Context: an optimization exercise on an open-source flow, tuned for small area and a short achievable clock period. The choices shown serve that exercise and are no tape-out recipe.
The RTL was checked by simulation tests, not by an equivalence proof against the original design.
No activity file was given, so power comes from the tool's default toggle rates.

Setup of run A:
==> flow/design.v <==
module router_wh_xbar #(
   parameter int NUM_PORTS  = 5,
   parameter int FLIT_WIDTH = 34,
   parameter int FIFO_DEPTH = 4
) (
   input  logic                                   clk,
   input  logic                                   arst,
   input  logic [NUM_PORTS-1:0]                   in_valid_i,
   output logic [NUM_PORTS-1:0]                   in_ready_o,
   input  logic [NUM_PORTS*FLIT_WIDTH-1:0]        in_flit_i,
   input  logic [NUM_PORTS*$clog2(NUM_PORTS)-1:0] in_dest_i,
   output logic [NUM_PORTS-1:0]                   out_valid_o,
   input  logic [NUM_PORTS-1:0]                   out_ready_i,
   output logic [NUM_PORTS*FLIT_WIDTH-1:0]        out_flit_o
);
   localparam int NP = 5;
   localparam int FW = 34;
   localparam int PW = FW - 2;    
   localparam int EW = PW + 4;    
   logic [PW-1:0] h_pay  [NP];
   logic [NP-1:0] h_t1, h_t0, h_v;
   logic [2:0]    h_c    [NP];
   logic [EW-1:0] b_mem  [NP][3];
   logic [1:0]    b_cnt  [NP];
   logic [2:0]    b_rd   [NP];    
   logic [2:0]    b_wr   [NP];    
   logic [NP-1:0] drop;
   logic [NP-1:0] locked;
   logic [NP-1:0] cur    [NP];    
   logic [NP-1:0] rr     [NP];    
   logic [NP-1:0] selr   [NP];    
   logic [NP-1:0] full, push, pop, discard, inlk, bad, reload;
   logic [EW-1:0] in_ent [NP];    
   logic [EW-1:0] h_nxt  [NP];    
   always_comb begin
      for (int i = 0; i < NP; i++) begin
         logic [1:0] t;
         logic [2:0] d;
         logic [2:0] c;
         t = in_flit_i[i*FW+PW +: 2];
         d = in_dest_i[i*3 +: 3];
         if (t[1] != t[0])  c = 3'd6;
         else if (d > 3'd4) c = 3'd5;
         else               c = d;
         in_ent[i] = {t[1], c, in_flit_i[i*FW +: PW]};
         h_nxt[i] = (b_cnt[i] == 2'd0) ? in_ent[i] :
                    ({EW{b_rd[i][0]}} & b_mem[i][0]) |
                    ({EW{b_rd[i][1]}} & b_mem[i][1]) |
                    ({EW{b_rd[i][2]}} & b_mem[i][2]);
         full[i]   = h_v[i] && (b_cnt[i] == 2'd3);
         in_ready_o[i] = !full[i] && !arst;
         push[i]   = in_valid_i[i] && in_ready_o[i];
         bad[i]    = h_c[i][2] && (h_c[i][1] || h_c[i][0]);
      end
      for (int i = 0; i < NP; i++) begin
         inlk[i] = 1'b0;
         for (int o = 0; o < NP; o++) inlk[i] = inlk[i] | cur[o][i];
         discard[i] = h_v[i] && !inlk[i] && (drop[i] || bad[i]);
      end
   end
   logic [NP-1:0] selv [NP];
   logic [NP-1:0] xfer, t1s, ov;
   always_comb begin
      for (int o = 0; o < NP; o++) begin
         selv[o] = selr[o];
         ov[o] = |selv[o];
         out_valid_o[o] = ov[o] && !arst;
         begin
            logic [FW-1:0] f;
            f = '0;
            for (int i = 0; i < NP; i++)
               f = f | ({FW{selv[o][i]}} & {h_t1[i], h_t0[i], h_pay[i]});
            out_flit_o[o*FW +: FW] = f & {FW{!arst}};
            t1s[o] = f[FW-1];
         end
         xfer[o] = ov[o] && out_ready_i[o];
      end
      for (int i = 0; i < NP; i++) begin
         pop[i] = discard[i];
         for (int o = 0; o < NP; o++) pop[i] = pop[i] | (selv[o][i] && out_ready_i[o]);
         reload[i] = pop[i] || !h_v[i];
      end
   end
   logic [NP-1:0] h_v_n, drop_n, inlk_n, busy_n, locked_n;
   logic [2:0]    h_c_n  [NP];
   logic [NP-1:0] cur_n  [NP];
   logic [NP-1:0] rr_n   [NP];
   logic [NP-1:0] req_n  [NP];
   logic [NP-1:0] gnt_n  [NP];
   always_comb begin
      for (int i = 0; i < NP; i++) begin
         h_v_n[i] = h_v[i] ? (!pop[i] || push[i] || b_cnt[i] != 2'd0) : push[i];
         h_c_n[i] = reload[i] ? h_nxt[i][PW +: 3] : h_c[i];
         drop_n[i] = drop[i];
         if (discard[i]) begin
            if (drop[i]) begin
               if (h_t1[i]) drop_n[i] = 1'b0;
            end else if (!h_t1[i] && !h_t0[i]) begin
               drop_n[i] = 1'b1;
            end
         end
      end
      for (int o = 0; o < NP; o++) begin
         locked_n[o] = locked[o];
         rr_n[o]     = rr[o];
         if (locked[o]) begin
            cur_n[o] = (xfer[o] && t1s[o]) ? '0 : cur[o];
            if (xfer[o] && t1s[o]) locked_n[o] = 1'b0;
         end else begin
            cur_n[o] = (ov[o] && (!out_ready_i[o] || !t1s[o])) ? selv[o] : '0;
            if (xfer[o]) begin
               rr_n[o] = {selv[o][NP-2:0], selv[o][NP-1]};
               if (!t1s[o]) locked_n[o] = 1'b1;
            end
         end
         busy_n[o] = |cur_n[o];
      end
      for (int i = 0; i < NP; i++) begin
         inlk_n[i] = 1'b0;
         for (int o = 0; o < NP; o++) inlk_n[i] = inlk_n[i] | cur_n[o][i];
      end
      for (int o = 0; o < NP; o++) begin
         for (int i = 0; i < NP; i++)
            req_n[o][i] = h_v_n[i] && !drop_n[i] && !inlk_n[i] && (h_c_n[i] == 3'(o));
         for (int i = 0; i < NP; i++) begin
            logic any;
            any = 1'b0;
            for (int k = 0; k < NP; k++) begin
               logic clear;
               clear = rr_n[o][k];
               for (int j = 0; j < NP; j++) begin
                  if (((j - k + NP) % NP) < ((i - k + NP) % NP)) clear = clear && !req_n[o][j];
               end
               any = any | clear;
            end
            gnt_n[o][i] = req_n[o][i] && any && !busy_n[o];
         end
      end
   end
   always_ff @(posedge clk) begin
      for (int i = 0; i < NP; i++) begin
         for (int j = 0; j < 3; j++)
            if (in_valid_i[i] && !full[i] && b_wr[i][j]) b_mem[i][j] <= in_ent[i];
         h_pay[i] <= ({PW{!reload[i]}} & h_pay[i]) | ({PW{reload[i]}} & h_nxt[i][PW-1:0]);
         h_t1[i]  <= reload[i] ? h_nxt[i][PW+3] : h_t1[i];
         h_t0[i]  <= reload[i] ? h_nxt[i][PW+3] ^ (h_nxt[i][PW+2] & h_nxt[i][PW+1]) : h_t0[i];
         h_c[i] <= h_c_n[i];
      end
      if (arst) begin
         h_v    <= '0;
         drop   <= '0;
         locked <= '0;
         for (int i = 0; i < NP; i++) begin
            b_cnt[i] <= '0;
            b_rd[i]  <= 3'b001;
            b_wr[i]  <= 3'b001;
            cur[i]   <= '0;
            rr[i]    <= 5'b00001;
            selr[i]  <= '0;
         end
      end else begin
         h_v    <= h_v_n;
         drop   <= drop_n;
         locked <= locked_n;
         for (int i = 0; i < NP; i++) begin
            logic push_b, pop_b;
            push_b = push[i] && h_v[i] && !(pop[i] && b_cnt[i] == 2'd0);
            pop_b  = pop[i] && (b_cnt[i] != 2'd0);
            if (push_b && !pop_b)      b_cnt[i] <= b_cnt[i] + 2'd1;
            else if (!push_b && pop_b) b_cnt[i] <= b_cnt[i] - 2'd1;
            if (push_b) b_wr[i] <= {b_wr[i][1:0], b_wr[i][2]};
            if (pop_b)  b_rd[i] <= {b_rd[i][1:0], b_rd[i][2]};
         end
         for (int o = 0; o < NP; o++) begin
            cur[o] <= cur_n[o];
            rr[o]  <= rr_n[o];
            selr[o] <= (cur_n[o] & h_v_n) | gnt_n[o];
         end
      end
   end
endmodule
==> flow/config.mk <==
export PLATFORM = sky130hd
export DESIGN_NAME = router_wh_xbar
export DESIGN_NICKNAME = router_wh_xbar
export VERILOG_FILES = /design/flow/design.v
export SDC_FILE = /design/flow/constraint.sdc
export NUM_CORES = 4
export LEC_CHECK = 0
export CAP_MARGIN = 20
export CELL_PAD_IN_SITES_DETAIL_PLACEMENT = 1
export CELL_PAD_IN_SITES_GLOBAL_PLACEMENT = 1
export CORE_MARGIN = 2
export CORE_UTILIZATION = 50
export SETUP_SLACK_MARGIN = 4.8
export SLEW_MARGIN = 20
==> flow/constraint.sdc <==
create_clock -name core_clock -period 9.0 [get_ports {clk}]
set_input_delay 1.8000 -clock core_clock [delete_from_list [all_inputs] [get_ports {clk}]]
set_output_delay 1.8000 -clock core_clock [all_outputs]
set_load 0.01 [all_outputs]
standard.sh (not shown) runs the stock make flow with config.mk's settings and CLKGATE_MAP_FILE= SYNTH_SCRIPT=/design/flow/synth_recipe.tcl, a recipe that flattens the netlist after the stock synthesis.
==> flow/flow/run.sh <==
#!/bin/bash
# Layout flow: the standard ORFS flow (standard.sh) with the standard synthesis
# unchanged. Two settings differ from the standard layout:
#  - every input and output port is buffered with sky130_fd_sc_hd__buf_2 (buffer_ports
#    otherwise picks a slow delay buffer, clkdlybuf4s50_1, for every port);
#  - clock tree synthesis clusters up to 30 sinks (60 um across) per clkbuf_16 leaf
#    buffer and adds no dummy loads, for a smaller clock tree.
# Each step's full output goes to a log file in this work folder (ORFS also keeps its
# own per-step logs under orfs/logs).
set -euo pipefail
cd "$(dirname "${BASH_SOURCE[0]}")/.."
bash standard.sh synth > synth.log 2>&1
export BUFFER_PORTS_ARGS="-buffer_cell sky130_fd_sc_hd__buf_2"
export CTS_ARGS="-sink_clustering_enable -repair_clock_nets -sink_clustering_size 30 -sink_clustering_max_diameter 60 -buf_list sky130_fd_sc_hd__clkbuf_16 -dont_use_dummy_load"
bash standard.sh finish > layout.log 2>&1
Inputs modified between run A and run B:
- SETUP_SLACK_MARGIN now 4.5, was 4.8
--- outcome ---
- Run B vs run A: quantity of gates resized following cts down in run B
- [run B] final area fell 4.6% relative to run A
- Summary of run B over run A: number of buffers outside the clock class in the layout decreased by 41 relative to the old numbers; leakage power total decreased by about 3.5% relative to the old numbers.
The inputs of run C differ from those of run B as listed below.
==> flow/flow/run.sh <==
#!/bin/bash
# Layout flow: the standard ORFS flow (standard.sh) with the standard synthesis
# unchanged. One setting differs from the standard layout: every input and output port
# is buffered with sky130_fd_sc_hd__buf_2 (buffer_ports otherwise picks a slow delay
# buffer, clkdlybuf4s50_1, for every port).
# Each step's full output goes to a log file in this work folder (ORFS also keeps its
# own per-step logs under orfs/logs).
set -euo pipefail
cd "$(dirname "${BASH_SOURCE[0]}")/.."
bash standard.sh synth > synth.log 2>&1
export BUFFER_PORTS_ARGS="-buffer_cell sky130_fd_sc_hd__buf_2"
bash standard.sh finish > layout.log 2>&1
==> summary.txt <==
- Relative to run B, the total routed wirelength of run C is higher by about 1.8%.
- Run C: flow completed, timing, DRC and antenna clean
- Run C against run B; power is up by more than 10%.
- Initial antenna violation count grows by a little under 10% when moving from run B to run C.

## re-timing with driven ports
Ports are ideal in the flow. The routed layouts listed here were re-timed in OpenROAD.
Step 1, drivers: a clkbuf_16 drives clk and a buf_2 each remaining input, both assumed.
Step 2, shift: input delay + t, output delay - t, t = (earliest + latest rising clock arrival at the registers) / 2. This alone moves slack from input paths to output paths.
Slacks: ideal / step 1 / step 2; pairs: ideal / step 1.
| run | t, ns | setup WS [ns] | clock arrival spread, ns | slew at the worst register clock pin (ns) |
|---|---|---|---|---|
| run A | 0.688 | 4.558 / 4.174 / 3.878 | 0.076 / 0.075 | 0.10 / 0.10 |
| run B | 0.675 | 4.408 / 4.256 / 3.896 | 0.077 / 0.078 | 0.09 / 0.09 |
| run C | 0.707 | 4.418 / 4.254 / 3.898 | 0.031 / 0.030 | 0.07 / 0.07 |
After both steps setup and hold are still met in every run listed. For run A, which loses most, drivers alone change the setup slack by -0.384 ns; drivers and shift together by -0.680 ns.
